Background: an optimization exercise with open tools, aiming at small area, a short achievable clock period and few clock cycles. Do not read the settings as production practice.
Function was checked by simulation only, so behaviour that the tests miss may differ from the original.
Power and IR drop assume default switching activity.

==> flow/design.v <==
package iiea_pkg;
    localparam int DATA_W = 32;
    localparam int IDX_W  = 5;
    localparam int KIND_W = 2;
    localparam int STS_W  = 2;
    localparam int CNT_W  = 5;
    localparam logic [KIND_W-1:0] KIND_READ   = 2'd0;
    localparam logic [KIND_W-1:0] KIND_INSERT = 2'd1;
    localparam logic [KIND_W-1:0] KIND_ERASE  = 2'd2;
    localparam logic [STS_W-1:0] ST_OK    = 2'd0;
    localparam logic [STS_W-1:0] ST_RANGE = 2'd1;
    localparam logic [STS_W-1:0] ST_FULL  = 2'd2;
    localparam logic [STS_W-1:0] ST_EMPTY = 2'd3;
    localparam logic signed [DATA_W-1:0] RD_FAIL = -32'sd1;
    typedef struct packed {
        logic accept;     
        logic step;       
        logic commit;     
        logic load_out;   
    } t_ctrl_cmd;
    typedef struct packed {
        logic busy;       
        logic out_free;   
    } t_dp_sts;
endpackage
module indexed_insert_erase_array_top #(
    parameter int DEPTH = 16
) (
    input  logic         i_clk,
    input  logic         i_rst_n,
    input  logic         i_req_valid,
    output logic         o_req_ready,
    input  logic [1:0]   i_req_kind,
    input  logic [4:0]   i_req_index,
    input  logic [31:0]  i_req_write_data,
    output logic         o_rsp_valid,
    input  logic         i_rsp_ready,
    output logic [31:0]  o_rsp_read_data,
    output logic [1:0]   o_rsp_status,
    output logic [4:0]   o_rsp_entry_count
);
    logic        r_ready;
    logic        e_valid;
    logic        e_rd, e_ins, e_era;
    logic [4:0]  e_idx;
    logic [15:0] e_ge;       
    logic [31:0] e_wdata;
    logic [4:0]  r_count;
    logic        r_full;
    logic        r_empty;
    logic [3:0]  r_perm [16];
    logic [31:0] r_data [16];
    logic        q0_valid, q1_valid;
    logic [15:0] q0_sel;     
    logic        q1_ok;
    logic        q0_fail,  q1_fail;
    logic [3:0]  q1_slot;
    logic [1:0]  q0_status, q1_status;
    logic [4:0]  q0_count, q1_count;
    logic        o_valid;
    logic [31:0] o_rdata;
    logic [1:0]  o_status;
    logic [4:0]  o_count;
    logic        exec;
    logic        is_rd, is_ins, is_era;
    logic        empty, full;
    logic        idx_lt_n, idx_le_n;
    logic [1:0]  e_status;
    logic [4:0]  e_count;
    logic        ins_do, era_do;
    logic [3:0]  idx_slot;
    logic [3:0]  top_slot;
    logic        o_free, pop, push;
    assign exec   = e_valid && !q1_valid;
    assign is_rd  = e_rd;
    assign is_ins = e_ins;
    assign is_era = e_era;
    assign empty  = r_empty;
    assign full   = r_full;
    assign idx_lt_n = (e_idx < r_count);
    assign idx_le_n = (e_idx <= r_count);
    always_comb begin
        e_status = iiea_pkg::ST_OK;
        e_count  = r_count;
        if (is_rd) begin
            if (empty)          e_status = iiea_pkg::ST_EMPTY;
            else if (!idx_lt_n) e_status = iiea_pkg::ST_RANGE;
        end else if (is_ins) begin
            if (full)           e_status = iiea_pkg::ST_FULL;
            else if (!idx_le_n) e_status = iiea_pkg::ST_RANGE;
            else                e_count  = r_count + 5'd1;
        end else if (is_era) begin
            if (empty)          e_status = iiea_pkg::ST_EMPTY;
            else if (!idx_lt_n) e_status = iiea_pkg::ST_RANGE;
            else                e_count  = r_count - 5'd1;
        end else begin
            e_status = iiea_pkg::ST_RANGE;
        end
    end
    assign ins_do   = exec && is_ins && !full;
    assign era_do   = exec && is_era;
    assign idx_slot = r_perm[e_idx[3:0]];
    assign top_slot = r_perm[15];
    always_ff @(posedge i_clk) begin
        for (int k = 0; k < 16; k++) begin
            if (!i_rst_n) begin
                r_perm[k] <= 4'(k);
            end else if (ins_do && (k != 0) && e_ge[(k == 0) ? 0 : k - 1]) begin
                r_perm[k] <= r_perm[(k == 0) ? 0 : k - 1];
            end else if (ins_do && e_ge[k]) begin
                r_perm[k] <= top_slot;
            end else if (era_do && e_ge[k]) begin
                r_perm[k] <= (k == 15) ? idx_slot : r_perm[(k == 15) ? 15 : k + 1];
            end
        end
    end
    always_ff @(posedge i_clk) begin
        for (int s = 0; s < 16; s++) begin
            if (ins_do && (top_slot == 4'(s))) begin
                r_data[s] <= e_wdata;
            end
        end
    end
    logic [31:0] rd_word;
    logic        e_ok, e_fail;
    assign e_ok   = is_rd && idx_lt_n;
    assign e_fail = is_rd && !idx_lt_n;
    always_comb begin
        rd_word = {32{q0_fail}};
        for (int s = 0; s < 16; s++) begin
            rd_word = rd_word | (r_data[s] & {32{q0_sel[s]}});
        end
    end
    assign o_free = !o_valid || i_rsp_ready;
    assign pop    = q0_valid && o_free;
    assign push   = exec;
    always_ff @(posedge i_clk) begin
        if (!i_rst_n) begin
            r_ready  <= 1'b1;
            e_valid  <= 1'b0;
            q0_valid <= 1'b0;
            q1_valid <= 1'b0;
            o_valid  <= 1'b0;
            r_count  <= 5'd0;
            r_full   <= 1'b0;
            r_empty  <= 1'b1;
        end else begin
            if (r_ready) e_valid <= i_req_valid;
            if (exec) begin
                r_count <= e_count;
                r_full  <= (e_count == 5'd16);
                r_empty <= (e_count == 5'd0);
            end
            q0_valid <= q1_valid || push || (q0_valid && !pop);
            q1_valid <= q0_valid && !pop && (q1_valid || push);
            if (o_free) o_valid <= q0_valid;
            r_ready <= !((r_ready ? i_req_valid : e_valid) &&
                         (q0_valid && !pop && (q1_valid || push)));
        end
    end
    always_ff @(posedge i_clk) begin
        if (r_ready) begin
            e_rd    <= (i_req_kind == iiea_pkg::KIND_READ);
            e_ins   <= (i_req_kind == iiea_pkg::KIND_INSERT);
            e_era   <= (i_req_kind == iiea_pkg::KIND_ERASE);
            e_idx   <= i_req_index;
            for (int k = 0; k < 16; k++) e_ge[k] <= (5'(k) >= i_req_index);
            e_wdata <= i_req_write_data;
        end
    end
    always_ff @(posedge i_clk) begin
        if (!q0_valid || pop) begin
            if (q1_valid) begin
                q0_sel    <= q1_ok ? 16'(1) << q1_slot : 16'd0;
                q0_fail   <= q1_fail;
                q0_status <= q1_status;
                q0_count  <= q1_count;
            end else begin
                q0_sel    <= e_ok ? 16'(1) << idx_slot : 16'd0;
                q0_fail   <= e_fail;
                q0_status <= e_status;
                q0_count  <= e_count;
            end
        end
        if (!q1_valid) begin
            q1_ok     <= e_ok;
            q1_fail   <= e_fail;
            q1_slot   <= idx_slot;
            q1_status <= e_status;
            q1_count  <= e_count;
        end
    end
    always_ff @(posedge i_clk) begin
        if (o_free) begin
            o_rdata  <= rd_word;
            o_status <= q0_status;
            o_count  <= q0_count;
        end
    end
    assign o_req_ready       = r_ready;
    assign o_rsp_valid       = o_valid;
    assign o_rsp_read_data   = o_rdata;
    assign o_rsp_status      = o_status;
    assign o_rsp_entry_count = o_count;
endmodule
==> flow/run.sh <==
#!/bin/bash
# synth_recipe.tcl (not shown) runs the flow's synth.tcl, then flattens the netlist and writes it again
# the make line also repeats each setting of config.mk as NAME=value (left out here)
make -C /OpenROAD-flow-scripts/flow DESIGN_CONFIG=/design/flow/config.mk WORK_HOME=/design/flow/orfs CLKGATE_MAP_FILE= SYNTH_SCRIPT=/design/flow/synth_recipe.tcl finish
==> flow/config.mk <==
export PLATFORM = sky130hd
export DESIGN_NAME = indexed_insert_erase_array_top
export DESIGN_NICKNAME = indexed_insert_erase_array_top
export VERILOG_FILES = /design/flow/design.v
export SDC_FILE = /design/flow/constraint.sdc
export NUM_CORES = 4
export LEC_CHECK = 0
export CAP_MARGIN = 20
export CORE_MARGIN = 2
export CORE_UTILIZATION = 55
export SETUP_SLACK_MARGIN = 1.8
export SLEW_MARGIN = 20
==> flow/constraint.sdc <==
create_clock -name core_clock -period 4.0 [get_ports {i_clk}]
set_input_delay 0.8000 -clock core_clock [delete_from_list [all_inputs] [get_ports {i_clk}]]
set_output_delay 0.8000 -clock core_clock [all_outputs]
set_load 0.01 [all_outputs]
==> results.txt, run 1 <==
Final GP Congestion=0.914; via count=17500; Max VDD drop=364 uV; Vias per Instance=6.52; Hold Crit Class=flip-flop to flip-flop; Crit-path slowest cell=or4_1; pin count of the biggest net entering global routing=53; hold path startpoint=q0_status[1]; Register-to-Register Path Depth=9; Post-synth top cells=636 x edfxtp_1, 124 x nand2_1, 97 x a221oi_1, 97 x a22o_1, 94 x clkbuf_1; row cnt=82; largest family of logic cells by synthesized area=compound AO/OA/AOI/OAI gates; clock share of power=41.4%; vias in the first global route=17600; R2R Path End=r_full; CORE AREA=50000 um^2; layout cells sized above 1=16.9%; Die W=229 um; cell taking the most area after synthesis=edfxtp_1; critical path capture point=r_full; initial antenna violation count=0; Pint=12.4 mW; RSZ-0062 raised after global routing=yes; Synth Area in XOR/XNOR=0.315%; Fin Setup TNS=0 ns; Cell Area, Synth=27800 um^2; final number of setup-violating endpoints=0; post-synthesis async set-or-reset flop share=0%; die area=52300 um^2; Max Fclk=417 MHz; GR Overflow Total=0; status=timing/DRC/antenna clean; Hold Fails Final Rpt=0; crit path from=r_count[0]; Antenna diodes=0; Syn Inst Count=1803; area taken by multi-input logic gates=7060 um^2; PnR Total Power=15.7 mW; PwrDens=475 nW/um^2; die height=229 um; Detailed Route WL=74.6 mm; Final HPWL DP=39.8 mm; Starting Density=55.6%; first-pass GRT wire length=110 mm; crit path cell chain=inv_1 > ha_1 > inv_1 > mux2i_1 > or4_1 > o2111ai_4 > buf_4 > a21oi_2 > a31o_1; DRC Markers=0; post-synthesis sequential area ratio=74.8%; WP data arrival=2.90 ns; nets@finish=2012; Synth Area in Simple Gates=6.96%; Clk Latency, worst-skew pair=0.61 ns; num ports=84; DR iter-0 viols=2004; FF-to-FF setup slack=1.60 ns; port bufs=83; crit-path max FO=8; ranking of synthesized cells by area=edfxtp_1 69%, dfxtp_1 6.1%, a221oi_1 3.1%, a22o_1 3.1%, nand2_1 1.7%; Worst-path clk slew=0.06 ns; ANT nets after route=0; Ys Warns=3; post-synth cell types=83; maximum clock path buffer count=3; Post-synth EDFFs=636; most common cell in the synthesized netlist=edfxtp_1; register bit total from synthesis=720; Slew headroom=47.2%; post-synth top area share=68.7%; switching power total=3.36 mW; fin crit period=2.40 ns; Clock Sinks=720; Tcrit/Tclk final=60.0%; crit end category=flip-flop; 1st-pass router iterations=6; Fill cells=3587; critical path's largest stage delay=0.56 ns; Synth Area in Adders=0.315%; wire per inst=27.7 um; complex-gate fraction of the synthesized area=14.2%; share of total power in combinational logic=4.8%; CTS tree=built; Max Cap Violations=0; worst slew pin tran=0.787 ns; syn_nets=1853; CP startpoint kind=flip-flop; Setup CP Type=flip-flop to flip-flop; post-synthesis mux area share=1.30%; switching share of power=21.4%; Main synth FF type=edfxtp_1; sequential fraction of design power=53.8%; CTS root buf=clkbuf_16; Area Growth Syn to Fin=19.3%; worst r2r src=r_count[0]; Worst Path Required=4.50 ns; Crit path top cell by count=inv_1; leakage=11.4 nW; Final Slew Violations=0; CTS H-tree lvls=3; gr usage total=28.4%; Register Area=20800 um^2; Final Skew=0.0230 ns; CTS Buf Count=74; CTS Hold Buffers Added=0; Synth Area per Inst=15.4 um^2
## stage by stage
| stage | hold WS [ns] | std cells | area, um^2 | utilization [%] | setup slack [ns] |
|---|---|---|---|---|---|
| after global routing | 0.422 | 2691 | 33100 | 66.3 | 1.55 |
| final | 0.418 | 2691 | 33100 | 66.3 | 1.60 |
| after floorplan | 0.400 | 1803 | 28200 | - | 1.28 |
| after global placement | 0.401 | 2489 | 29600 | 59.3 | 1.03 |
| after detailed placement | 0.405 | 2489 | 29600 | 59.3 | 1.01 |
| after CTS | 0.420 | 2669 | 32600 | 65.2 | 1.64 |
## worst max-delay path, delay by kind of cell, from the launching register on
kind                       cells  cell delay (ns)
buffers and inverters          3             0.46
muxes                          1             0.09
AOI/OAI and AO/OA              3             0.40
adders and majority gates      1             0.34
DFF                            1             0.44
and+or+nand+nor                1             0.56
## repair_timing
| item | 4_1_cts | 5_1_grt |
|---|---|---|
| pin swaps | 35 | 29 |
| setup buffers | 45 | 20 |
| cloned | 2 | 2 |
| endpoints found under the hold margin | 0 | 0 |
| setup endpoints to repair | 653 | 375 |
| resized for setup | 124 | 76 |
## flip-flops by register name, summed over array words and instances (netlist names), 16 cells and up
name and flops:
o_rdata 32, q0_sel 16, r_perm 64, r_data 512, e_wdata 32, e_ge 16
## cell families after synthesis
kind of cell / count (synthesis)
AOI/OAI and AO/OA: 509
buffers and inverters: 139
and+or+nand+nor: 384
muxes: 34
adders and majority gates: 7
xor gates and xnor gates: 10
DFF: 720
## final cells by class
cell class | instances | share of cell area [%]
clock inverter | 37 | 0.797
sequential | 720 | 62.8
inverter | 18 | 0.238
timing repair buffer | 204 | 6.21
clock buffer | 96 | 6.12
tap | 672 | 2.54
multi-input combinational | 944 | 21.3
## power groups by stage
stage	Combinational [mW]	Clock [mW]	Sequential [mW]
after floorplan	0.371	0	8.58
after global placement	0.642	0	8.63
after CTS	0.689	6.63	8.46
final	0.749	6.52	8.46
after detailed placement	0.648	0	8.63
after global routing	0.797	6.92	8.48
## worst min-delay path by stage
stage                  end  cells past startpoint
3_3_place_gp   o_status[0]                      0
2_1_floorplan   o_count[0]                      0
5_1_grt        o_status[1]                      0
4_1_cts         o_count[1]                      0
6_report       o_status[1]                      0
3_5_place_dp    o_count[1]                      0
## placed cells by master, fill, tap and decap left out, types with 9 or more instances in the layout
cell type,netlist,routed
o22ai_2,0,14
nor3b_1,12,11
buf_12,0,10
nand4_1,37,37
nor2_1,78,69
a22oi_1,11,11
a211o_1,32,32
nor2b_1,12,12
mux2i_1,27,25
clkbuf_16,0,79
buf_8,1,10
dlygate4sd2_1,0,40
inv_1,14,12
nand2_1,124,115
a22o_1,97,97
clkdlybuf4s50_1,0,42
a221oi_1,97,97
o21ai_0,38,37
o211ai_1,21,21
o21ai_1,22,22
nand2b_1,11,11
clkinv_1,2,20
edfxtp_1,636,636
a222oi_1,32,32
dfxtp_1,84,74
nand3_1,39,34
and2_1,13,9
clkbuf_1,94,16
buf_4,0,74
a21oi_1,75,70
buf_6,5,22
## metal layers
metal	vias to the layer above	global-route usage, %	routed length [um]	share of wire (%)
li1	7653	-	-	-
met1	8972	38.7	30600	41
met2	765	46.7	36600	49
met3	151	4.83	5150	6.9
met4	0	9.48	2230	3.0
met5	-	0	0	0
Testbench counts, summed over its fixed seeds: cycles 4,824.
==> inputs of run 2 (changes only) <==
--- a/flow/config.mk
+++ b/flow/config.mk
@@ -8,5 +8,7 @@
 export CAP_MARGIN = 20
 export CORE_MARGIN = 2
 export CORE_UTILIZATION = 55
+export CTS_CLUSTER_DIAMETER = 80
+export CTS_CLUSTER_SIZE = 30
 export SETUP_SLACK_MARGIN = 1.8
 export SLEW_MARGIN = 20
==> run 2 against run 1 <==
Net effect: highest routed layer unchanged; clock-buffer cell count down 56; largest power group unchanged; area after synthesis unchanged; register-to-register slack about the same; setup slack better by 0.0019 ns; still clean on timing, DRC and antenna; combinational power down 1%; largest cell class unchanged; cell area down 3.3%; critical path depth unchanged.
==> results.txt, run 2 <==
die area=52300 um^2 (unchanged); CORE AREA=50000 um^2 (unchanged); fin worst setup slack=1.60 ns (about the same); CTS tree=built (unchanged); Crit path depth=9 (unchanged); crit path cell chain=buf_12 > buf_8 > buf_12 > mux2i_1 > o32ai_2 > nor4_4 > a21oi_4 > or3b_4 > o22ai_2 (was inv_1 > ha_1 > inv_1 > mux2i_1 > or4_1 > o2111ai_4 > buf_4 > a21oi_2 > a31o_1); post-route insts no fill=2619 (was 2691); first-pass GRT wire length=109 mm (was 110 mm); placed cell count=2489 (unchanged); Setup CP Type=flip-flop to flip-flop (unchanged); share of total power in combinational logic=5.4% (was 4.8%); Max Fclk=417 MHz (about the same); peak-usage layer in the global routing report=met2 (unchanged); Crit-path slowest cell=edfxtp_1 (was or4_1); max FFs per register=512 (unchanged); CTS root buf=clkbuf_16 (unchanged); RSZ-0062 raised after global routing=yes (unchanged); nets@finish=1972 (was 2012); DRC Markers=0 (unchanged); PwrDens=426 nW/um^2 (was 475 nW/um^2); leakage=10.9 nW (was 11.4 nW); Clock Sinks=720 (unchanged); pin count of the biggest net entering global routing=53 (unchanged); Vias per Instance=6.58 (was 6.52); cell taking the most area after synthesis=edfxtp_1 (unchanged); Worst Path Required=4.44 ns (was 4.50 ns); Pint=10.6 mW (was 12.4 mW); Final GP Congestion=0.914 (unchanged); Register Area=20800 um^2 (unchanged); crit end category=flip-flop (unchanged); initial antenna violation count=0 (unchanged); CTS Buf Count=36 (was 74); Cell Area, Synth=27800 um^2 (unchanged); Hold Fails Final Rpt=0 (unchanged); via count=17200 (was 17500); gr usage total=27.8% (was 28.4%); ranking of synthesized cells by area=edfxtp_1 69%, dfxtp_1 6.1%, a221oi_1 3.1%, a22o_1 3.1%, nand2_1 1.7% (unchanged); critical path's largest stage delay=0.44 ns (was 0.56 ns); status=timing/DRC/antenna clean (unchanged); commonest non-fill, non-tap cell in the layout=edfxtp_1 (unchanged); wire per inst=28.2 um (was 27.7 um); Layout Utilization=64.1% (was 66.3%); syn_nets=1853 (unchanged); CTS Hold Buffers Added=0 (unchanged); Max VDD drop=450 uV (was 364 uV); Antenna diodes=0 (unchanged); Die W=229 um (unchanged); vias in the first global route=17100 (was 17600); final instance area=32000 um^2 (was 33100 um^2); WP data arrival=2.84 ns (was 2.90 ns); post-synthesis async set-or-reset flop share=0% (unchanged); Min Hold Slack=0.419 ns (was 0.418 ns); Post-synth EDFFs=636 (unchanged); Clk Latency, worst-skew pair=0.60 ns (was 0.61 ns); Fin Setup TNS=0 ns (unchanged); Setup WS pre-CTS=1.01 ns (unchanged); post-synth top area share=68.7% (unchanged); FF-to-FF setup slack=1.60 ns (about the same); Synth Area per Inst=15.4 um^2 (unchanged); Crit path top cell by count=buf_12 (was inv_1); Slew headroom=48.4% (was 47.2%); Syn Inst Count=1803 (unchanged); met1 GRT Util=38.7% (about the same); 1st-pass router iterations=6 (unchanged); die height=229 um (unchanged); Main synth FF type=edfxtp_1 (unchanged); Worst-path clk slew=0.11 ns (was 0.06 ns); Buf+Inv Stages, Crit Path=3 (unchanged); area taken by multi-input logic gates=7020 um^2 (was 7060 um^2); Detailed Route WL=73.8 mm (was 74.6 mm); most frequent cells in the layout=636 x edfxtp_1, 115 x nand2_1, 97 x a22o_1, 97 x a221oi_1, 74 x dfxtp_1 (was 636 x edfxtp_1, 115 x nand2_1, 97 x a22o_1, 97 x a221oi_1, 79 x clkbuf_16); CTS H-tree lvls=2 (was 3); row cnt=82 (unchanged); Final Skew=0.0398 ns (was 0.0230 ns); GR Overflow Total=0 (unchanged); Worst Hold Path Cells=0 (unchanged); post-synthesis sequential area ratio=74.8% (unchanged); ANT nets after route=0 (unchanged); Max Cap Violations=0 (unchanged); Fill cells=3682 (was 3587); register bit total from synthesis=720 (unchanged); Post-synth top cells=636 x edfxtp_1, 124 x nand2_1, 97 x a221oi_1, 97 x a22o_1, 94 x clkbuf_1 (unchanged); port bufs=83 (unchanged); DR iter-0 viols=2093 (was 2004); PnR Total Power=13.6 mW (was 15.7 mW); Tcrit/Tclk final=59.9% (was 60.0%); Starting Density=55.6% (unchanged); Ys Warns=3 (unchanged); fin crit period=2.40 ns (about the same); num ports=84 (unchanged); Top delay family on crit path=simple AND/OR/NAND/NOR gates (unchanged); crit-path max FO=5 (was 8); register with the most flip-flops=r_data (unchanged); Largest regs=r_data x512, r_perm x64 (unchanged); clock share of power=32.7% (was 41.4%); Final HPWL DP=39.8 mm (unchanged); met2 GRT Util=46.5% (was 46.7%); CP startpoint kind=flip-flop (unchanged); maximum clock path buffer count=3 (unchanged); final number of setup-violating endpoints=0 (unchanged); switching share of power=22.4% (was 21.4%); Register-to-Register Path Depth=9 (unchanged); Hold Crit Class=flip-flop to flip-flop (unchanged); switching power total=3.06 mW (was 3.36 mW); Final Slew Violations=0 (unchanged); DP Area=29600 um^2 (unchanged); layout cells sized above 1=15.3% (was 16.9%); Area Growth Syn to Fin=15.3% (was 19.3%); post-synth cell types=83 (unchanged); met3 Use GR=3.46% (was 4.83%); worst slew pin tran=0.769 ns (was 0.787 ns); most common cell in the synthesized netlist=edfxtp_1 (unchanged); sequential fraction of design power=61.9% (was 53.8%)
-- run 2: cell counts after synthesis --
Identical to the previous run, type by type.
-- run 2: per-layer routing --
metal | share of wire [%] | routed length (um) | vias to the layer above
met5 | 0 | 0 | -
met4 | 2.7 | 2010 | 0
met3 | 7.1 | 5220 | 113
met2 | 49 | 36200 | 712
met1 | 41 | 30400 | 8894
li1 | - | - | 7515
-- run 2: what timing repair did --
item                                    4_1_cts  5_1_grt
pin swaps                                    33       41
gates resized for setup                     128       52
endpoints found under the setup margin      656      212
gates cloned                                  3        4
buffers inserted                             45       15
-- run 2: final cells by class --
class / count / share of cell area (%)
Multi-Input combinational cell: 944 / 21.9
Sequential cell: 720 / 64.9
Clock inverter: 23 / 0.941
Timing Repair Buffer: 202 / 6.46
Clock buffer: 40 / 2.92
Inverter: 18 / 0.238
Tap cell: 672 / 2.62
-- run 2: path summary, 6_finish.rpt --
kind | start | to
worst min-delay path | q0_count[1] | o_count[1]
worst min register to register | q0_count[1] | o_count[1]
worst max-delay path | e_idx[2] | q0_sel[4]
worst max register to register | e_idx[2] | q0_sel[4]
-- run 2: logic make-up after synthesis --
family	share of synthesized area (%)
AO/OA/AOI/OAI	14.2
buffers and inverters	2.13
XOR/XNOR	0.315
adder cells (fa/ha/maj)	0.315
AND/OR/NAND/NOR	6.96
multiplexers	1.30
flip-flops	74.8
-- run 2: power groups by stage --
stage / Combinational (mW) / Sequential [mW] / Clock [mW]
2_1_floorplan: 0.371 / 8.58 / 0
3_3_place_gp: 0.642 / 8.63 / 0
3_5_place_dp: 0.648 / 8.63 / 0
4_1_cts: 0.698 / 8.45 / 4.54
5_1_grt: 0.790 / 8.48 / 4.78
6_report: 0.738 / 8.45 / 4.46
==> inputs of run 3 (changes only) <==
--- a/flow/design.v
+++ b/flow/design.v
@@ -46,8 +46,7 @@
     logic [15:0] e_ge;       
     logic [31:0] e_wdata;
     logic [4:0]  r_count;
-    logic        r_full;
-    logic        r_empty;
+    logic [15:0] r_occ;      
     logic [3:0]  r_perm [16];
     logic [31:0] r_data [16];
     logic        q0_valid, q1_valid;
@@ -75,10 +74,10 @@
     assign is_rd  = e_rd;
     assign is_ins = e_ins;
     assign is_era = e_era;
-    assign empty  = r_empty;
-    assign full   = r_full;
-    assign idx_lt_n = (e_idx < r_count);
-    assign idx_le_n = (e_idx <= r_count);
+    assign empty  = !r_occ[0];
+    assign full   = r_occ[15];
+    assign idx_lt_n = |(e_ge & r_occ);
+    assign idx_le_n = |(e_ge & {r_occ[14:0], 1'b1});
     always_comb begin
         e_status = iiea_pkg::ST_OK;
         e_count  = r_count;
@@ -97,9 +96,14 @@
             e_status = iiea_pkg::ST_RANGE;
         end
     end
-    assign ins_do   = exec && is_ins && !full;
-    assign era_do   = exec && is_era;
-    assign idx_slot = r_perm[e_idx[3:0]];
+    assign ins_do   = is_ins && !q1_valid && !full;
+    assign era_do   = is_era && !q1_valid;
+    always_comb begin
+        idx_slot = '0;
+        for (int k = 0; k < 16; k++) begin
+            if (e_ge[k] && !((k != 0) && e_ge[(k == 0) ? 0 : k - 1])) idx_slot = idx_slot | r_perm[k];
+        end
+    end
     assign top_slot = r_perm[15];
     always_ff @(posedge i_clk) begin
         for (int k = 0; k < 16; k++) begin
@@ -138,18 +142,25 @@
         if (!i_rst_n) begin
             r_ready  <= 1'b1;
             e_valid  <= 1'b0;
+            e_rd     <= 1'b0;
+            e_ins    <= 1'b0;
+            e_era    <= 1'b0;
             q0_valid <= 1'b0;
             q1_valid <= 1'b0;
             o_valid  <= 1'b0;
             r_count  <= 5'd0;
-            r_full   <= 1'b0;
-            r_empty  <= 1'b1;
+            r_occ    <= '0;
         end else begin
-            if (r_ready) e_valid <= i_req_valid;
+            if (r_ready) begin
+                e_valid <= i_req_valid;
+                e_rd    <= i_req_valid && (i_req_kind == iiea_pkg::KIND_READ);
+                e_ins   <= i_req_valid && (i_req_kind == iiea_pkg::KIND_INSERT);
+                e_era   <= i_req_valid && (i_req_kind == iiea_pkg::KIND_ERASE);
+            end
             if (exec) begin
                 r_count <= e_count;
-                r_full  <= (e_count == 5'd16);
-                r_empty <= (e_count == 5'd0);
+                if (is_ins && !full && idx_le_n) r_occ <= {r_occ[14:0], 1'b1};
+                if (is_era && idx_lt_n)          r_occ <= {1'b0, r_occ[15:1]};
             end
             q0_valid <= q1_valid || push || (q0_valid && !pop);
             q1_valid <= q0_valid && !pop && (q1_valid || push);
@@ -160,9 +171,6 @@
     end
     always_ff @(posedge i_clk) begin
         if (r_ready) begin
-            e_rd    <= (i_req_kind == iiea_pkg::KIND_READ);
-            e_ins   <= (i_req_kind == iiea_pkg::KIND_INSERT);
-            e_era   <= (i_req_kind == iiea_pkg::KIND_ERASE);
             e_idx   <= i_req_index;
             for (int k = 0; k < 16; k++) e_ge[k] <= (5'(k) >= i_req_index);
             e_wdata <= i_req_write_data;
==> run 3 against run 2 <==
Net effect: area after synthesis rose by 0.83%; sequential cell count rose by 9; non-clock buffer count rose by 4; clock skew fell by 0.019 ns; still clean; die area rose by 0.82%; power fell by 1.8%; largest power group unchanged; final cell count rose by 2.0%; largest cell class unchanged; wire length rose by 3.3%.
==> results.txt, run 3 <==
leakage=10.9 nW (about the same); Worst-path clk slew=0.10 ns (was 0.11 ns); switching share of power=21.3% (was 22.4%); Clk Latency, worst-skew pair=0.59 ns (was 0.60 ns); met2 GRT Util=48.6% (was 46.5%); Syn Inst Count=1856 (was 1803); layout cells sized above 1=13.5% (was 15.3%); Synth Area in XOR/XNOR=0.188% (was 0.315%); share of total power in combinational logic=3.7% (was 5.4%); Starting Density=55.8% (was 55.6%); pin count of the biggest net entering global routing=75 (was 53); crit path cell chain=buf_6 > buf_6 > nand3b_1 > o21ai_2 > nor4_4 > nand4_4 > or4_4 > o22ai_2 (was buf_12 > buf_8 > buf_12 > mux2i_1 > o32ai_2 > nor4_4 > a21oi_4 > or3b_4 > o22ai_2); Main synth FF type=edfxtp_1 (unchanged); ANT nets after route=0 (unchanged); met3 Use GR=4.10% (was 3.46%); area taken by multi-input logic gates=7000 um^2 (was 7020 um^2); via count=17900 (was 17200); crit end category=flip-flop (unchanged); GR Overflow Total=0 (unchanged); CTS H-tree lvls=2 (unchanged); largest family of logic cells by synthesized area=compound AO/OA/AOI/OAI gates (unchanged); status=timing/DRC/antenna clean (unchanged); fin worst setup slack=1.72 ns (was 1.60 ns); RSZ-0062 raised after global routing=yes (unchanged); Crit path top cell by count=buf_6 (was buf_12); Setup WS pre-CTS=1.26 ns (was 1.01 ns); CORE AREA=50200 um^2 (was 50000 um^2); Worst Path Required=4.42 ns (was 4.44 ns); switching power total=2.85 mW (was 3.06 mW); crit-path max FO=4 (was 5); initial antenna violation count=0 (unchanged); Final Skew=0.0207 ns (was 0.0398 ns); post-synthesis async set-or-reset flop share=0% (unchanged); register with the most flip-flops=r_data (unchanged); Fin Setup TNS=0 ns (unchanged); Clock Sinks=729 (was 720); Area Growth Syn to Fin=14.3% (was 15.3%); wire per inst=28.5 um (was 28.2 um); Hold Fails Final Rpt=0 (unchanged); syn_nets=1901 (was 1853); Register Area=20900 um^2 (was 20800 um^2); CTS Hold Buffers Added=0 (unchanged); num ports=84 (unchanged); ranking of synthesized cells by area=edfxtp_1 67%, dfxtp_1 7.2%, a221oi_1 3.3%, a22o_1 3.2%, nand2_1 1.7% (was edfxtp_1 69%, dfxtp_1 6.1%, a221oi_1 3.1%, a22o_1 3.1%, nand2_1 1.7%); die area=52800 um^2 (was 52300 um^2); register bit total from synthesis=729 (was 720); die height=230 um (was 229 um); WP data arrival=2.70 ns (was 2.84 ns); CTS Buf Count=36 (unchanged); Tcrit/Tclk final=56.9% (was 59.9%); CTS tree=built (unchanged); complex-gate fraction of the synthesized area=15.2% (was 14.2%); gr usage total=28.8% (was 27.8%); port bufs=83 (unchanged); Vias per Instance=6.68 (was 6.58); most frequent cells in the layout=628 x edfxtp_1, 124 x nand2_1, 101 x a22o_1 (was 636 x edfxtp_1, 115 x nand2_1, 97 x a22o_1, 97 x a221oi_1, 74 x dfxtp_1); Cell Area, Synth=28000 um^2 (was 27800 um^2); commonest non-fill, non-tap cell in the layout=edfxtp_1 (unchanged); Die W=230 um (was 229 um); critical path's largest stage delay=0.59 ns (was 0.44 ns); Synth Area in Adders=0.0893% (was 0.315%); post-synth cell types=78 (was 83); Max Cap Violations=0 (unchanged); CTS root buf=clkbuf_16 (unchanged); sequential fraction of design power=63.1% (was 61.9%); fin crit period=2.28 ns (was 2.40 ns); Max Fclk=439 MHz (was 417 MHz); max FFs per register=512 (unchanged); Antenna diodes=0 (unchanged); Synth Area in Simple Gates=7.67% (was 6.96%); Largest regs=r_data x512, r_perm x64 (unchanged); Pint=10.5 mW (was 10.6 mW); Setup CP Type=flip-flop to flip-flop (unchanged); Synth Area per Inst=15.1 um^2 (was 15.4 um^2); peak-usage layer in the global routing report=met2 (unchanged); Crit-path slowest cell=or4_4 (was edfxtp_1); nets@finish=2020 (was 1972); Final GP Congestion=0.931 (was 0.914); Detailed Route WL=76.3 mm (was 73.8 mm); placed cell count=2534 (was 2489); post-synth top area share=67.3% (was 68.7%); Ys Warns=3 (unchanged); Fill cells=3689 (was 3682); CP startpoint kind=flip-flop (unchanged); vias in the first global route=17600 (was 17100); clock share of power=33.1% (was 32.7%); cell taking the most area after synthesis=edfxtp_1 (unchanged); maximum clock path buffer count=3 (unchanged); final number of setup-violating endpoints=0 (unchanged); PwrDens=419 nW/um^2 (was 426 nW/um^2); Max VDD drop=339 uV (was 450 uV); Final HPWL DP=39.7 mm (was 39.8 mm); Post-synth EDFFs=628 (was 636); worst slew pin tran=0.951 ns (was 0.769 ns); Final Slew Violations=0 (unchanged); DR iter-0 viols=1964 (was 2093); post-route insts no fill=2672 (was 2619); row cnt=82 (unchanged); Hold Crit Class=flip-flop to flip-flop (unchanged); post-synthesis sequential area ratio=74.5% (was 74.8%); 1st-pass router iterations=7 (was 6); Slew headroom=36.6% (was 48.4%); Post-synth top cells=628 x edfxtp_1, 130 x nand2_1, 105 x a221oi_1 (was 636 x edfxtp_1, 124 x nand2_1, 97 x a221oi_1, 97 x a22o_1, 94 x clkbuf_1); first-pass GRT wire length=113 mm (was 109 mm); met1 GRT Util=39.2% (was 38.7%); DRC Markers=0 (unchanged); post-synthesis mux area share=0.223% (was 1.30%); most common cell in the synthesized netlist=edfxtp_1 (unchanged)
[run 3: cell type report]
| type | count | area share, % |
|---|---|---|
| Sequential cell | 729 | 65.3 |
| Multi-Input combinational cell | 982 | 21.9 |
| Timing Repair Buffer | 206 | 6.16 |
| Clock buffer | 42 | 2.95 |
| Tap cell | 672 | 2.63 |
| Clock inverter | 21 | 0.848 |
| Inverter | 20 | 0.258 |
[run 3: path summary, 6_finish.rpt]
path	startpoint	to	slack, ns	cells past startpoint
max	e_ge[11]	q0_sel[0]	1.72	8
min	q0_count[3]	o_count[3]	0.43	0
max reg2reg	e_ge[11]	q0_sel[0]	1.72	8
min reg2reg	q0_count[3]	o_count[3]	0.43	0
[run 3: cell families (layout without fill, tap and decap cells)]
family          count (synthesis)  after routing
flops                         729            729
mux                             6              6
buf+inv                       146            289
xor+xnor                        6              6
fa+ha+maj                       2              2
compound gates                546            546
simple gates                  421            422
[run 3: worst max-delay path: cells and delay by family (launching register included)]
family	cells	cell delay (ns)
AND/OR/NAND/NOR	4	1.17
flip-flops	1	0.48
AO/OA/AOI/OAI	2	0.24
buffers and inverters	2	0.23
[run 3: metal layers]
layer	share of wire (%)	vias up
li1	-	7762
met1	40	9110
met2	50	850
met3	7.5	130
met4	3.0	0
met5	0	-
[run 3: per-stage QoR]
step | utilization, % | total power, mW | hold slack (ns) | instance area, um^2
floorplan | - | 8.84 | 0.400 | 28200
detailed placement | 59.3 | 9.07 | 0.411 | 29800
global placement | 59.3 | 9.06 | 0.404 | 29800
global route | 63.8 | 13.8 | 0.448 | 32000
finish | 63.8 | 13.4 | 0.432 | 32000
CTS | 63.2 | 13.5 | 0.434 | 31700
[run 3: power by group through the flow]
stage               Combinational [mW]  Clock (mW)  Sequential, mW
floorplan                        0.250           0            8.59
global placement                 0.409           0            8.65
detailed placement               0.411           0            8.66
CTS                              0.476        4.52            8.46
global route                     0.533        4.79            8.48
finish                           0.498        4.44            8.46
[run 3: timing repair]
| item | CTS | global route |
|---|---|---|
| pin swaps | 13 | 12 |
| buffers inserted | 60 | 11 |
| resized for setup | 105 | 52 |
| cloned | 4 | 0 |
| endpoints found under the setup margin | 598 | 253 |
Testbench counts of run 3, summed over its fixed seeds: cycles 4,824.
==> inputs of run 4 (changes only) <==
--- a/flow/config.mk
+++ b/flow/config.mk
@@ -10,5 +10,5 @@
 export CORE_UTILIZATION = 55
 export CTS_CLUSTER_DIAMETER = 80
 export CTS_CLUSTER_SIZE = 30
-export SETUP_SLACK_MARGIN = 1.8
+export SETUP_SLACK_MARGIN = 2.1
 export SLEW_MARGIN = 20
==> run 4 against run 3 <==
Net effect: maximum frequency down 2.2%; register-to-register slack got worse by 0.05 ns; cell area increased by 6.4%; first-iteration DRC count is 26% higher; sequential power about the same; sequential share of layout area is 3.9 points lower; setup slack worse by 0.051 ns; wire length up 8.9%; hold slack worse by 0.0072 ns; synthesized cell count did not move; critical path type unchanged; critical endpoint unchanged; largest cell class unchanged.
==> results.txt, run 4 <==
ANT nets after route=0 (unchanged); final number of setup-violating endpoints=0 (unchanged); first-pass GRT wire length=116 mm (was 113 mm); num ports=84 (unchanged); Register-to-Register Path Depth=7 (was 8); ranking of synthesized cells by area=edfxtp_1 67%, dfxtp_1 7.2%, a221oi_1 3.3%, a22o_1 3.2%, nand2_1 1.7% (unchanged); Area Growth Syn to Fin=21.5% (was 14.3%); Main synth FF type=edfxtp_1 (unchanged); DR iter-0 viols=2472 (was 1964); Cell Area, Synth=28000 um^2 (unchanged); gr usage total=30.0% (was 28.8%); syn_nets=1901 (unchanged); fin crit period=2.33 ns (was 2.28 ns); Syn Inst Count=1856 (unchanged); leakage=11.8 nW (was 10.9 nW); pin count of the biggest net entering global routing=65 (was 75); Setup CP Type=flip-flop to flip-flop (unchanged); switching power total=2.95 mW (was 2.85 mW); Pint=10.6 mW (was 10.5 mW); switching share of power=21.7% (was 21.3%); CTS root buf=clkbuf_16 (unchanged); register with the most flip-flops=r_data (unchanged); Final GP Congestion=0.939 (was 0.931); Post-synth EDFFs=628 (unchanged); post-route insts no fill=2770 (was 2672); Final Skew=0.0248 ns (was 0.0207 ns); Starting Density=55.8% (unchanged); Slew headroom=51.6% (was 36.6%); CTS Buf Count=36 (unchanged); Tcrit/Tclk final=58.2% (was 56.9%); PnR Total Power=13.6 mW (was 13.4 mW); Worst Hold Path Cells=0 (unchanged); post-synthesis async set-or-reset flop share=0% (unchanged); CORE AREA=50200 um^2 (unchanged); die area=52800 um^2 (unchanged); Clock Sinks=729 (unchanged); Ys Warns=3 (unchanged); Max Fclk=430 MHz (was 439 MHz); most common cell in the synthesized netlist=edfxtp_1 (unchanged); Final Slew Violations=0 (unchanged); sequential fraction of design power=62.4% (was 63.1%); Antenna diodes=0 (unchanged); RSZ-0062 raised after global routing=yes (unchanged); nets@finish=2118 (was 2020); maximum clock path buffer count=3 (unchanged); PwrDens=399 nW/um^2 (was 419 nW/um^2); Fin Setup TNS=0 ns (unchanged); Synth Area per Inst=15.1 um^2 (unchanged); crit end category=flip-flop (unchanged); wire per inst=30.0 um (was 28.5 um); placed cell count=2539 (was 2534); 1st-pass router iterations=6 (was 7); row cnt=82 (unchanged); register bit total from synthesis=729 (unchanged); CTS tree=built (unchanged); die height=230 um (unchanged); crit-path max FO=6 (was 4); Worst-path clk slew=0.11 ns (was 0.10 ns); most frequent cells in the layout=628 x edfxtp_1, 121 x nand2_1, 117 x buf_4 (was 628 x edfxtp_1, 124 x nand2_1, 101 x a22o_1); CTS Hold Buffers Added=0 (unchanged); vias in the first global route=17800 (was 17600); cell taking the most area after synthesis=edfxtp_1 (unchanged); clock share of power=33.4% (was 33.1%); Worst Path Required=4.46 ns (was 4.42 ns); port bufs=83 (unchanged); Vias per Instance=6.77 (was 6.68); initial antenna violation count=1 (was 0); status=timing/DRC/antenna clean (unchanged); Detailed Route WL=83.1 mm (was 76.3 mm); Post-synth top cells=628 x edfxtp_1, 130 x nand2_1, 105 x a221oi_1 (unchanged); post-synthesis sequential area ratio=74.5% (unchanged); commonest non-fill, non-tap cell in the layout=edfxtp_1 (unchanged); Die W=230 um (unchanged); Max VDD drop=413 uV (was 339 uV); post-synth top area share=67.3% (unchanged); Clk Latency, worst-skew pair=0.60 ns (was 0.59 ns); post-synth cell types=78 (unchanged); GR Overflow Total=0 (unchanged); max FFs per register=512 (unchanged); Hold Crit Class=flip-flop to flip-flop (unchanged); share of total power in combinational logic=4.2% (was 3.7%); worst slew pin tran=0.726 ns (was 0.951 ns); WP data arrival=2.78 ns (was 2.70 ns); DRC Markers=0 (unchanged); Largest regs=r_data x512, r_perm x64 (unchanged); layout cells sized above 1=24.2% (was 13.5%); Max Cap Violations=0 (unchanged); CTS H-tree lvls=2 (unchanged); via count=18800 (was 17900); CP startpoint kind=flip-flop (unchanged); Final HPWL DP=39.9 mm (was 39.7 mm); Hold Fails Final Rpt=0 (unchanged)
[run 4: cell counts after synthesis]
Identical to the previous run, type by type.
[run 4: what timing repair did]
action                                  CTS  global route
setup buffers                           103            37
pin swaps                                43            73
endpoints found under the setup margin  705           458
gates cloned                             14            14
gates resized for setup                 377           125
[run 4: layout make-up]
type                       instances  area, um^2
sequential                       729       20900
fill                            3427       16100
multi-input combinational        984        7660
timing repair buffer             302        3290
clock buffer                      42         955
tap                              672         841
clock inverter                    21         302
inverter                          20        81.3
[run 4: cells by family (layout without fill, tap and decap cells)]
logic type | after synthesis | count (layout) | synth area share [%]
buffers and inverters | 146 | 385 | 2.12
and+or+nand+nor | 421 | 424 | 7.67
xor gates and xnor gates | 6 | 6 | 0.188
DFF | 729 | 729 | 74.5
AOI/OAI and AO/OA | 546 | 546 | 15.2
muxes | 6 | 6 | 0.223
adders and majority gates | 2 | 2 | 0.0893
[run 4: critical path: stages (launching register included)]
cell	delay (ns)
edfxtp_1	0.55
buf_4	0.21
nor2b_4	0.12
a32o_2	0.24
nor4_4	0.25
nand4_4	0.17
or4_4	0.49
o22ai_2	0.16
[run 4: final timing paths]
| check | slack [ns] | start | to |
|---|---|---|---|
| setup / recovery | 1.67 | e_ge[2] | q0_sel[0] |
| hold / removal | 0.42 | q0_count[0] | o_count[0] |
| setup reg to reg | 1.67 | e_ge[2] | q0_sel[0] |
| hold reg to reg | 0.42 | q0_count[0] | o_count[0] |
[run 4: power groups by stage]
| stage | clock network, mW | logic (mW) | registers [mW] |
|---|---|---|---|
| final | 4.53 | 0.574 | 8.46 |
| after global routing | 4.85 | 0.608 | 8.48 |
| after CTS | 4.59 | 0.522 | 8.46 |
| after global placement | 0 | 0.406 | 8.65 |
| after detailed placement | 0 | 0.408 | 8.66 |
| after floorplan | 0 | 0.250 | 8.59 |
[run 4: metal layers]
metal	vias to the layer above	track usage (%)	share of wire [%]
li1	7991	-	-
met1	9562	39.6	38
met2	996	49.7	49
met3	208	4.23	8.7
met4	2	13.6	4.6
met5	-	0	0.0096
[run 4: through the flow]
stage          hold slack (ns)  area [um^2]  worst slack (ns)  util (%)
6_report                 0.425        34000              1.67      67.8
5_1_grt                  0.427        34000              1.64      67.8
4_1_cts                  0.423        32900              1.79      65.5
3_5_place_dp             0.406        29800              1.34      59.4
3_3_place_gp             0.402        29800              1.41      59.4
2_1_floorplan            0.400        28200              1.48         -
==> inputs of run 5 (changes only) <==
--- a/flow/config.mk
+++ b/flow/config.mk
@@ -10,5 +10,5 @@
 export CORE_UTILIZATION = 55
 export CTS_CLUSTER_DIAMETER = 80
 export CTS_CLUSTER_SIZE = 30
-export SETUP_SLACK_MARGIN = 2.1
+export SETUP_SLACK_MARGIN = 1.6
 export SLEW_MARGIN = 20
==> run 5 against run 4 <==
Net effect: still clean; area after synthesis did not move; hold slack better by 0.0066 ns; critical path depth is 1 higher; sequential power hardly changed; clock-buffer cell count is 2 lower; synthesized cell count unchanged; cell area fell by 6.6%; final cell count is 3.5% lower; highest routed layer unchanged.
==> results.txt, run 5 <==
status=timing/DRC/antenna clean (unchanged); post-synthesis async set-or-reset flop share=0% (unchanged); Worst Path Required=4.33 ns (was 4.46 ns); layout cells sized above 1=12.4% (was 24.2%); Fill cells=3679 (was 3427); ANT nets after route=0 (unchanged); port bufs=83 (unchanged); max FFs per register=512 (unchanged); Final Slew Violations=0 (unchanged); Post-synth top cells=628 x edfxtp_1, 130 x nand2_1, 105 x a221oi_1 (unchanged); Max VDD drop=339 uV (was 413 uV); DRC Markers=0 (unchanged); Main synth FF type=edfxtp_1 (unchanged); 1st-pass router iterations=6 (unchanged); Starting Density=55.8% (unchanged); crit end category=flip-flop (unchanged); Largest regs=r_data x512, r_perm x64 (unchanged); CTS tree=built (unchanged); Detailed Route WL=77.9 mm (was 83.1 mm); most frequent cells in the layout=628 x edfxtp_1, 128 x nand2_1, 111 x buf_4 (was 628 x edfxtp_1, 121 x nand2_1, 117 x buf_4); cell taking the most area after synthesis=edfxtp_1 (unchanged); nets@finish=2024 (was 2118); largest family of logic cells by synthesized area=compound AO/OA/AOI/OAI gates (unchanged); Tcrit/Tclk final=59.5% (was 58.2%); post-synth cell types=78 (unchanged); Syn Inst Count=1856 (unchanged); num ports=84 (unchanged); Cell Area, Synth=28000 um^2 (unchanged); fin crit period=2.38 ns (was 2.33 ns); Max Fclk=420 MHz (was 430 MHz); commonest non-fill, non-tap cell in the layout=edfxtp_1 (unchanged); register with the most flip-flops=r_data (unchanged); CTS H-tree lvls=2 (unchanged); wire per inst=29.1 um (was 30.0 um); pin count of the biggest net entering global routing=65 (unchanged); gr usage total=29.3% (was 30.0%); Synth Area in Adders=0.0893% (unchanged); row cnt=82 (unchanged); CTS Hold Buffers Added=0 (unchanged); Worst-path clk slew=0.11 ns (about the same); Die W=230 um (unchanged); Hold Fails Final Rpt=0 (unchanged); first-pass GRT wire length=114 mm (was 116 mm); CORE AREA=50200 um^2 (unchanged); Antenna diodes=0 (unchanged); GR Overflow Total=0 (unchanged); PwrDens=422 nW/um^2 (was 399 nW/um^2); area taken by multi-input logic gates=6860 um^2 (was 7660 um^2); Final Skew=0.0235 ns (was 0.0248 ns); Final HPWL DP=42.7 mm (was 39.9 mm); final number of setup-violating endpoints=0 (unchanged); CTS root buf=clkbuf_16 (unchanged); WP data arrival=2.71 ns (was 2.78 ns); Hold Crit Class=flip-flop to flip-flop (unchanged); Synth Area in Simple Gates=7.67% (unchanged); vias in the first global route=17500 (was 17800); worst slew pin tran=0.989 ns (was 0.726 ns); most common cell in the synthesized netlist=edfxtp_1 (unchanged); Slew headroom=34.1% (was 51.6%); die height=230 um (unchanged); Vias per Instance=6.70 (was 6.77); RSZ-0062 raised after global routing=yes (unchanged); die area=52800 um^2 (unchanged); ranking of synthesized cells by area=edfxtp_1 67%, dfxtp_1 7.2%, a221oi_1 3.3%, a22o_1 3.2%, nand2_1 1.7% (unchanged); Register Area=20900 um^2 (about the same); complex-gate fraction of the synthesized area=15.2% (unchanged); Fin Setup TNS=0 ns (unchanged); Final GP Congestion=0.945 (was 0.939); Setup CP Type=flip-flop to flip-flop (unchanged); leakage=10.7 nW (was 11.8 nW); Clock Sinks=729 (unchanged); Clk Latency, worst-skew pair=0.60 ns (about the same); syn_nets=1901 (unchanged); initial antenna violation count=1 (unchanged); post-synthesis mux area share=0.223% (unchanged); register bit total from synthesis=729 (unchanged); crit-path max FO=18 (was 6); CTS Buf Count=34 (was 36); Post-synth EDFFs=628 (unchanged); Area Growth Syn to Fin=13.4% (was 21.5%); maximum clock path buffer count=3 (unchanged); post-synthesis sequential area ratio=74.5% (unchanged); Max Cap Violations=0 (unchanged); Synth Area per Inst=15.1 um^2 (unchanged); via count=17900 (was 18800); post-synth top area share=67.3% (unchanged); DR iter-0 viols=2150 (was 2472); Ys Warns=3 (unchanged); Layout Utilization=63.3% (was 67.8%); Synth Area in XOR/XNOR=0.188% (unchanged); CP startpoint kind=flip-flop (unchanged)
==> run 5: stage by stage <==
stage	instance area, um^2	hold slack [ns]	power [mW]	std cells	setup WS (ns)
CTS	31500	0.432	13.5	2655	1.61
global route	31800	0.438	13.8	2674	1.56
finish	31800	0.432	13.4	2674	1.62
detailed placement	29800	0.410	9.07	2543	1.23
global placement	29800	0.408	9.07	2543	1.23
floorplan	28200	0.400	8.84	1856	1.47
==> run 5: per-layer routing <==
metal | GRT usage, % | vias up | wire length (um)
met4 | 8.28 | 2 | 2090
met5 | 0 | - | 13
li1 | - | 7773 | -
met3 | 4.20 | 123 | 6000
met2 | 49.2 | 845 | 38400
met1 | 40.4 | 9171 | 31400
==> run 5: worst max-delay path: stages (launching register included) <==
cell,delay (ns)
edfxtp_1,0.37
buf_4,0.21
a22o_1,0.28
a221oi_2,0.36
and4_4,0.38
buf_4,0.13
o22ai_1,0.07
xnor2_1,0.20
o21ai_1,0.10
==> run 5: repair_timing <==
item                                    4_1_cts  5_1_grt
resized for setup                            15       28
buffers inserted                             53       18
cloned                                        0        1
pin swaps                                     5        4
endpoints found under the setup margin      369      232
==> run 5: worst paths after layout <==
| check | depth (start not counted) | from | slack [ns] | end |
|---|---|---|---|---|
| max reg2reg | 8 | e_ge[4] | 1.62 | q0_count[3] |
| min | 0 | q0_count[3] | 0.43 | o_count[3] |
| min reg2reg | 0 | q0_count[3] | 0.43 | o_count[3] |
| max | 8 | e_ge[4] | 1.62 | q0_count[3] |
==> run 5: layout make-up <==
cell class	instances	share of cell area, %
Clock buffer	40	2.86
Inverter	20	0.236
Sequential cell	729	65.7
Multi-Input combinational cell	982	21.6
Timing Repair Buffer	212	5.96
Tap cell	672	2.65
Clock inverter	19	0.969
==> run 5: kinds of logic after synthesis <==
logic type      count (synthesis)
buf+inv                       146
flops                         729
mux                             6
compound gates                546
simple gates                  421
xor+xnor                        6
fa+ha+maj                       2
==> run 5: power breakdown <==
| part | total, mW | switching (mW) | internal (mW) |
|---|---|---|---|
| Combinational | 0.495 | 0.267 | 0.228 |
| Sequential | 8.46 | 0.136 | 8.33 |
| Clock | 4.46 | 2.41 | 2.05 |
| Total | 13.4 | 2.82 | 10.6 |
==> inputs of run 6 (changes only) <==
--- a/flow/config.mk
+++ b/flow/config.mk
@@ -7,8 +7,8 @@
 export LEC_CHECK = 0
 export CAP_MARGIN = 20
 export CORE_MARGIN = 2
-export CORE_UTILIZATION = 55
+export CORE_UTILIZATION = 65
 export CTS_CLUSTER_DIAMETER = 80
 export CTS_CLUSTER_SIZE = 30
-export SETUP_SLACK_MARGIN = 1.6
+export SETUP_SLACK_MARGIN = 1.8
 export SLEW_MARGIN = 20
==> run 6 against run 5 <==
Net effect: sequential cell count is the same; hold slack better by 0.0049 ns; global-route usage grew 4.3 points; cell area is 0.48% higher; core utilization rose by 11 points; largest power group unchanged.
==> results.txt, run 6 <==
die height=212 um (was 230 um); CTS Buf Count=31 (was 34); Slew headroom=25.3% (was 34.1%); Max Cap Violations=0 (unchanged); Clk Latency, worst-skew pair=0.65 ns (was 0.60 ns); status=timing/DRC/antenna clean (unchanged); crit-path max FO=5 (was 18); register bit total from synthesis=729 (unchanged); Max VDD drop=445 uV (was 339 uV); critical path capture point=q0_sel[4] (was q0_count[3]); post-synth top area share=67.3% (unchanged); crit path from=e_ge[1] (was e_ge[4]); max FFs per register=512 (unchanged); placed cell count=2409 (was 2543); Area Growth Syn to Fin=14.0% (was 13.4%); Setup CP Type=flip-flop to flip-flop (unchanged); port bufs=83 (unchanged); Final HPWL DP=40.8 mm (was 42.7 mm); Syn Inst Count=1856 (unchanged); ranking of synthesized cells by area=edfxtp_1 67%, dfxtp_1 7.2%, a221oi_1 3.3%, a22o_1 3.2%, nand2_1 1.7% (unchanged); WP data arrival=2.87 ns (was 2.71 ns); CTS root buf=clkbuf_16 (unchanged); Ys Warns=3 (unchanged); post-synthesis sequential area ratio=74.5% (unchanged); post-synthesis async set-or-reset flop share=0% (unchanged); wire per inst=29.4 um (was 29.1 um); cell taking the most area after synthesis=edfxtp_1 (unchanged); syn_nets=1901 (unchanged); register with the most flip-flops=r_data (unchanged); Main synth FF type=edfxtp_1 (unchanged); nets@finish=2054 (was 2024); RSZ-0062 raised after global routing=yes (unchanged); Worst Path Required=4.49 ns (was 4.33 ns); vias in the first global route=17800 (was 17500); FF-to-FF setup slack=1.63 ns (was 1.62 ns); Cell Area, Synth=28000 um^2 (unchanged); Crit-path slowest cell=or4_4 (was and4_4); DRC Markers=0 (unchanged); Fin Setup TNS=0 ns (unchanged); Starting Density=65.5% (was 55.8%); Final GP Congestion=0.999 (was 0.945); CP startpoint kind=flip-flop (unchanged); Final Slew Violations=0 (unchanged); commonest non-fill, non-tap cell in the layout=edfxtp_1 (unchanged); crit end category=flip-flop (unchanged); most common cell in the synthesized netlist=edfxtp_1 (unchanged); Vias per Instance=7.12 (was 6.70); Synth Area per Inst=15.1 um^2 (unchanged); Register-to-Register Path Depth=8 (unchanged); most frequent cells in the layout=628 x edfxtp_1, 130 x buf_4, 119 x nand2_1 (was 628 x edfxtp_1, 128 x nand2_1, 111 x buf_4); PwrDens=402 nW/um^2 (was 422 nW/um^2); Crit path top cell by count=buf_4 (unchanged); Detailed Route WL=75.8 mm (was 77.9 mm); pin count of the biggest net entering global routing=65 (unchanged); CTS H-tree lvls=1 (was 2); layout cells sized above 1=15.4% (was 12.4%); fin crit period=2.37 ns (was 2.38 ns); Final Skew=0.0260 ns (was 0.0235 ns); maximum clock path buffer count=3 (unchanged); GR Overflow Total=0 (unchanged); Post-synth EDFFs=628 (unchanged); post-route insts no fill=2578 (was 2674); CTS Hold Buffers Added=0 (unchanged); CTS tree=built (unchanged); leakage=10.9 nW (was 10.7 nW); R2R Path End=q0_sel[4] (was q0_count[3]); Die W=212 um (was 230 um); initial antenna violation count=0 (was 1); Worst-path clk slew=0.12 ns (was 0.11 ns); crit path cell chain=buf_4 > buf_4 > nor2b_2 > a32o_1 > nor4_4 > nand4_4 > or4_4 > o22ai_2 (was buf_4 > a22o_1 > a221oi_2 > and4_4 > buf_4 > o22ai_1 > xnor2_1 > o21ai_1); first-pass GRT wire length=111 mm (was 114 mm); Largest regs=r_data x512, r_perm x64 (unchanged); final number of setup-violating endpoints=0 (unchanged); worst r2r src=e_ge[1] (was e_ge[4]); Post-synth top cells=628 x edfxtp_1, 130 x nand2_1, 105 x a221oi_1 (unchanged); post-synth cell types=78 (unchanged); Clock Sinks=729 (unchanged); die area=44800 um^2 (was 52800 um^2); CORE AREA=42800 um^2 (was 50200 um^2); ANT nets after route=0 (unchanged); gr usage total=33.6% (was 29.3%); row cnt=76 (was 82); 1st-pass router iterations=9 (was 6); Hold Fails Final Rpt=0 (unchanged); num ports=84 (unchanged); Max Fclk=422 MHz (was 420 MHz); critical path's largest stage delay=0.62 ns (was 0.38 ns); Hold Crit Class=flip-flop to flip-flop (unchanged); Antenna diodes=0 (unchanged); worst slew pin tran=1.12 ns (was 0.989 ns); via count=18300 (was 17900); Tcrit/Tclk final=59.3% (was 59.5%); DR iter-0 viols=2247 (was 2150)
-- run 6: cell counts after synthesis --
No cell type changed its count.
-- run 6: kinds of logic after synthesis --
group           share of synthesized area (%)
mux                                     0.223
flops                                    74.5
fa+ha+maj                              0.0893
xor+xnor                                0.188
compound gates                           15.2
simple gates                             7.67
buf+inv                                  2.12
-- run 6: metal layers --
metal / track usage (%) / wire [um]
met1: 45.1 / 28200
met5: 0 / 0
met4: 12.5 / 3270
met3: 4.21 / 6970
met2: 57.1 / 37400
-- run 6: per-stage QoR --
step                      instance area [um^2]  worst slack, ns  power [mW]  utilization, %  hold WS (ns)
after detailed placement                 29600             1.21        9.06            69.2         0.415
after floorplan                          28200             1.48        8.84               -         0.400
after CTS                                31400             1.74        12.8            73.4         0.441
after global routing                     31900             1.61        13.1            74.6         0.462
final                                    31900             1.63        12.8            74.6         0.436
after global placement                   29600             1.27        9.05            69.2         0.416
-- run 6: layout make-up --
cell class | instances | area (um^2)
sequential | 729 | 20900
fill | 2699 | 10900
multi-input combinational | 985 | 7180
timing repair buffer | 242 | 2100
clock buffer | 38 | 802
tap | 546 | 683
clock inverter | 18 | 189
inverter | 20 | 77.6
-- run 6: worst max-delay path, delay by kind of cell (launching register included) --
family / cells / cell delay (ns)
AO/OA/AOI/OAI: 2 / 0.41
buffers and inverters: 2 / 0.27
flip-flops: 1 / 0.52
AND/OR/NAND/NOR: 4 / 1.02
-- run 6: worst min path at each step --
| stage | from | end | slack (ns) | cells after the start |
|---|---|---|---|---|
| after floorplan | q0_count[0] | o_count[0] | 0.40 | 0 |
| after global placement | q0_status[0] | o_status[0] | 0.42 | 0 |
| after detailed placement | q0_count[2] | o_count[2] | 0.42 | 0 |
| after CTS | q0_status[0] | o_status[0] | 0.44 | 0 |
| after global routing | q0_status[0] | o_status[0] | 0.46 | 0 |
| final | q0_count[2] | o_count[2] | 0.44 | 0 |
-- run 6: repair_timing --
item / in CTS / in global routing
pin swaps: 22 / 35
cloned: 5 / 2
gates resized for setup: 97 / 73
setup endpoints to repair: 601 / 178
setup buffers: 76 / 30
-- run 6: where the power goes --
group	leakage [nW]	internal, mW	switching, mW	total [mW]
registers	6.74	8.33	0.131	8.46
clock network	0.482	1.57	2.30	3.87
logic	3.71	0.227	0.284	0.511
==> inputs of run 7 (changes only) <==
--- a/flow/config.mk
+++ b/flow/config.mk
@@ -5,9 +5,10 @@
 export SDC_FILE = /design/flow/constraint.sdc
 export NUM_CORES = 4
 export LEC_CHECK = 0
+export ABC_AREA = 1
 export CAP_MARGIN = 20
 export CORE_MARGIN = 2
-export CORE_UTILIZATION = 65
+export CORE_UTILIZATION = 55
 export CTS_CLUSTER_DIAMETER = 80
 export CTS_CLUSTER_SIZE = 30
 export SETUP_SLACK_MARGIN = 1.8
==> run 7 against run 6 <==
Net effect: still clean; area after synthesis rose by 1.9%; core utilization fell by 12 points; setup slack improved by 0.23 ns; sequential share of layout area fell by 0.76 points; sequential power barely moved; non-clock buffer count fell by 69; die area rose by 20%; cell area rose by 1.2%; critical path type unchanged; highest routed layer unchanged.
==> results.txt, run 7 <==
status=timing/DRC/antenna clean (unchanged); Area Growth Syn to Fin=13.2% (was 14.0%); syn_nets=2321 (was 1901); Final GP Congestion=0.933 (was 0.999); ANT nets after route=0 (unchanged); crit path cell chain=buf_4 > clkinv_8 > nand2_8 > inv_8 > nand2_2 > inv_4 > buf_12 > nand2_4 > nor2_4 > clkbuf_16 (was buf_4 > buf_4 > nor2b_2 > a32o_1 > nor4_4 > nand4_4 > or4_4 > o22ai_2); Cell Area, Synth=28500 um^2 (was 28000 um^2); CTS Hold Buffers Added=0 (unchanged); register with the most flip-flops=r_data (unchanged); commonest non-fill, non-tap cell in the layout=edfxtp_1 (unchanged); PwrDens=419 nW/um^2 (was 402 nW/um^2); Min Hold Slack=0.430 ns (was 0.436 ns); port bufs=83 (unchanged); RSZ-0062 raised after global routing=yes (unchanged); Fill cells=3969 (was 2699); CTS root buf=clkbuf_16 (unchanged); Max Fclk=467 MHz (was 422 MHz); critical path's largest stage delay=0.31 ns (was 0.62 ns); post-synthesis sequential area ratio=73.2% (was 74.5%); nets@finish=2447 (was 2054); crit end category=flip-flop (unchanged); Synth Area per Inst=12.5 um^2 (was 15.1 um^2); most frequent cells in the layout=628 x edfxtp_1, 596 x nand2_1, 131 x inv_1 (was 628 x edfxtp_1, 130 x buf_4, 119 x nand2_1); num ports=84 (unchanged); Ys Warns=3 (unchanged); Worst-path clk slew=0.11 ns (was 0.12 ns); Max VDD drop=422 uV (was 445 uV); vias in the first global route=17800 (about the same); layout cells sized above 1=10.1% (was 15.4%); Vias per Instance=5.93 (was 7.12); CORE AREA=51300 um^2 (was 42800 um^2); Top delay family on crit path=buffers and inverters (was simple AND/OR/NAND/NOR gates); pin count of the biggest net entering global routing=53 (was 65); Clk Latency, worst-skew pair=0.59 ns (was 0.65 ns); post-synth cell types=52 (was 78); cell taking the most area after synthesis=edfxtp_1 (unchanged); row cnt=83 (was 76); CTS tree=built (unchanged); register bit total from synthesis=729 (unchanged); Setup CP Type=flip-flop to flip-flop (unchanged); post-route insts no fill=3106 (was 2578); gr usage total=27.0% (was 33.6%); Post-synth top cells=628 x edfxtp_1, 601 x nand2_1, 137 x inv_1 (was 628 x edfxtp_1, 130 x nand2_1, 105 x a221oi_1); DP Area=30400 um^2 (was 29600 um^2); 1st-pass router iterations=6 (was 9); Slew headroom=25.9% (was 25.3%); most common cell in the synthesized netlist=edfxtp_1 (unchanged); crit-path max FO=17 (was 5); CTS H-tree lvls=2 (was 1); first-pass GRT wire length=108 mm (was 111 mm); Final Skew=0.0167 ns (was 0.0260 ns); DR iter-0 viols=1748 (was 2247); Final HPWL DP=44.0 mm (was 40.8 mm); Starting Density=55.6% (was 65.5%); post-synth top area share=66.1% (was 67.3%); fin crit period=2.14 ns (was 2.37 ns); Worst Path Required=4.30 ns (was 4.49 ns); Tcrit/Tclk final=53.6% (was 59.3%); die area=53700 um^2 (was 44800 um^2); initial antenna violation count=0 (unchanged); Syn Inst Count=2276 (was 1856); DRC Markers=0 (unchanged); final instance area=32300 um^2 (was 31900 um^2); placed cell count=2995 (was 2409); Main synth FF type=edfxtp_1 (unchanged); Detailed Route WL=73.0 mm (was 75.8 mm); wire per inst=23.5 um (was 29.4 um); Crit-path slowest cell=dfxtp_1 (was or4_4); CP startpoint kind=flip-flop (unchanged); worst slew pin tran=1.11 ns (was 1.12 ns); Max Cap Violations=0 (unchanged); post-synthesis async set-or-reset flop share=0% (unchanged); Layout Utilization=63.0% (was 74.6%); max FFs per register=512 (unchanged); ranking of synthesized cells by area=edfxtp_1 66%, nand2_1 7.9%, dfxtp_1 7.1%, inv_1 1.8%, a22o_1 1.6% (was edfxtp_1 67%, dfxtp_1 7.2%, a221oi_1 3.3%, a22o_1 3.2%, nand2_1 1.7%); Die W=232 um (was 212 um); Antenna diodes=0 (unchanged); Hold Crit Class=flip-flop to flip-flop (unchanged); WP data arrival=2.45 ns (was 2.87 ns); via count=18400 (was 18300); Buf+Inv Stages, Crit Path=6 (was 2); die height=232 um (was 212 um); maximum clock path buffer count=3 (unchanged); GR Overflow Total=0 (unchanged); leakage=11.6 nW (was 10.9 nW); Fin Setup TNS=0 ns (unchanged); Hold Fails Final Rpt=0 (unchanged); Post-synth EDFFs=628 (unchanged); Largest regs=r_data x512, r_perm x64 (unchanged); final number of setup-violating endpoints=0 (unchanged); Final Slew Violations=0 (unchanged); Clock Sinks=729 (unchanged); CTS Buf Count=36 (was 31)
## run 7: cell types whose count changed after synthesis, sizes merged, moves of 33 or more
cell	before	now
a22o	101	51
a21oi	14	83
nand2	130	610
a221oi	106	50
nor2	68	110
inv	19	153
a211o	33	0
## run 7: final cells by class
class,count,area [um^2],area share [%]
Clock buffer,39,933,2.89
Clock inverter,23,322,0.996
Inverter,154,613,1.90
Multi-Input combinational cell,1308,6940,21.5
Sequential cell,729,20900,64.7
Tap cell,680,851,2.63
Timing Repair Buffer,173,1750,5.42
## run 7: power breakdown
group	internal (mW)	switching, mW	total (mW)
logic	0.196	0.314	0.510
registers	8.35	0.136	8.49
clock network	2.01	2.52	4.53
## run 7: worst paths after layout
check / from / end / slack [ns] / cells past startpoint
min: q0_status[0] / o_status[0] / 0.43 / 0
min reg2reg: q0_status[0] / o_status[0] / 0.43 / 0
max: q1_valid / r_data[11][0] / 1.86 / 10
max reg2reg: q1_valid / r_data[11][0] / 1.86 / 10
## run 7: worst register-to-register path, delay by kind of cell, from the launching register on
kind | cells | cell delay (ns)
DFF | 1 | 0.31
buffers and inverters | 6 | 0.92
and+or+nand+nor | 4 | 0.63
## run 7: timing repair
action / CTS / global route
resized for setup: 88 / 31
buffers inserted: 22 / 21
cloned: 1 / 5
pin swaps: 6 / 10
setup endpoints to repair: 624 / 318
## run 7: metal layers
metal	up-vias	track usage, %	wire [um]
met1	9130	36.4	30400
met3	121	2.87	3980
met5	-	0	0
met4	0	8.37	2030
li1	8548	-	-
met2	609	46.5	36500
## run 7: cells by family after synthesis
kind of cell               synth area share, %
DFF                                       73.2
adders and majority gates               0.0877
AOI/OAI and AO/OA                         9.99
buffers and inverters                     3.38
and+or+nand+nor                           13.4
## run 7: per-stage QoR
stage | setup WS (ns) | total power [mW]
final | 1.86 | 13.5
after CTS | 1.73 | 13.6
after global placement | 1.12 | 9.15
after detailed placement | 1.02 | 9.15
after floorplan | 1.65 | 8.87
after global routing | 1.77 | 13.9

what the ideal ports hide:
The results above use ideal ports. As a check the final layouts listed here were re-extracted and re-timed, cells and wires unchanged.
Step 1 (the two cells are an assumption about what drives the block):
set clk [get_ports {i_clk}]
set_driving_cell -lib_cell sky130_fd_sc_hd__clkbuf_16 $clk
set_driving_cell -lib_cell sky130_fd_sc_hd__buf_2 [delete_from_list [all_inputs] $clk]
Step 2 also shifts input and output timing later by t, the mid clock arrival at the registers, as if the neighbouring blocks saw the same clock.
Three values: ideal ports, drivers, drivers and shift; two values: the first two.
run | t (ns) | setup WS [ns] | pins driven straight from the clock port
run 1 | 0.667 | 1.600 / 1.600 / 1.329 | 1
run 2 | 0.639 | 1.602 / 1.602 / 1.333 | 1
run 3 | 0.641 | 1.724 / 1.724 / 1.570 | 1
run 4 | 0.651 | 1.673 / 1.673 / 1.657 | 1
run 5 | 0.643 | 1.618 / 1.618 / 1.411 | 1
run 6 | 0.693 | 1.629 / 1.629 / 1.430 | 1
run 7 | 0.639 | 1.858 / 1.857 / 1.540 | 1
After both steps every run listed still meets setup and hold. For run 7, which loses most, drivers alone change the setup slack by -0.001 ns; drivers and shift together by -0.318 ns.
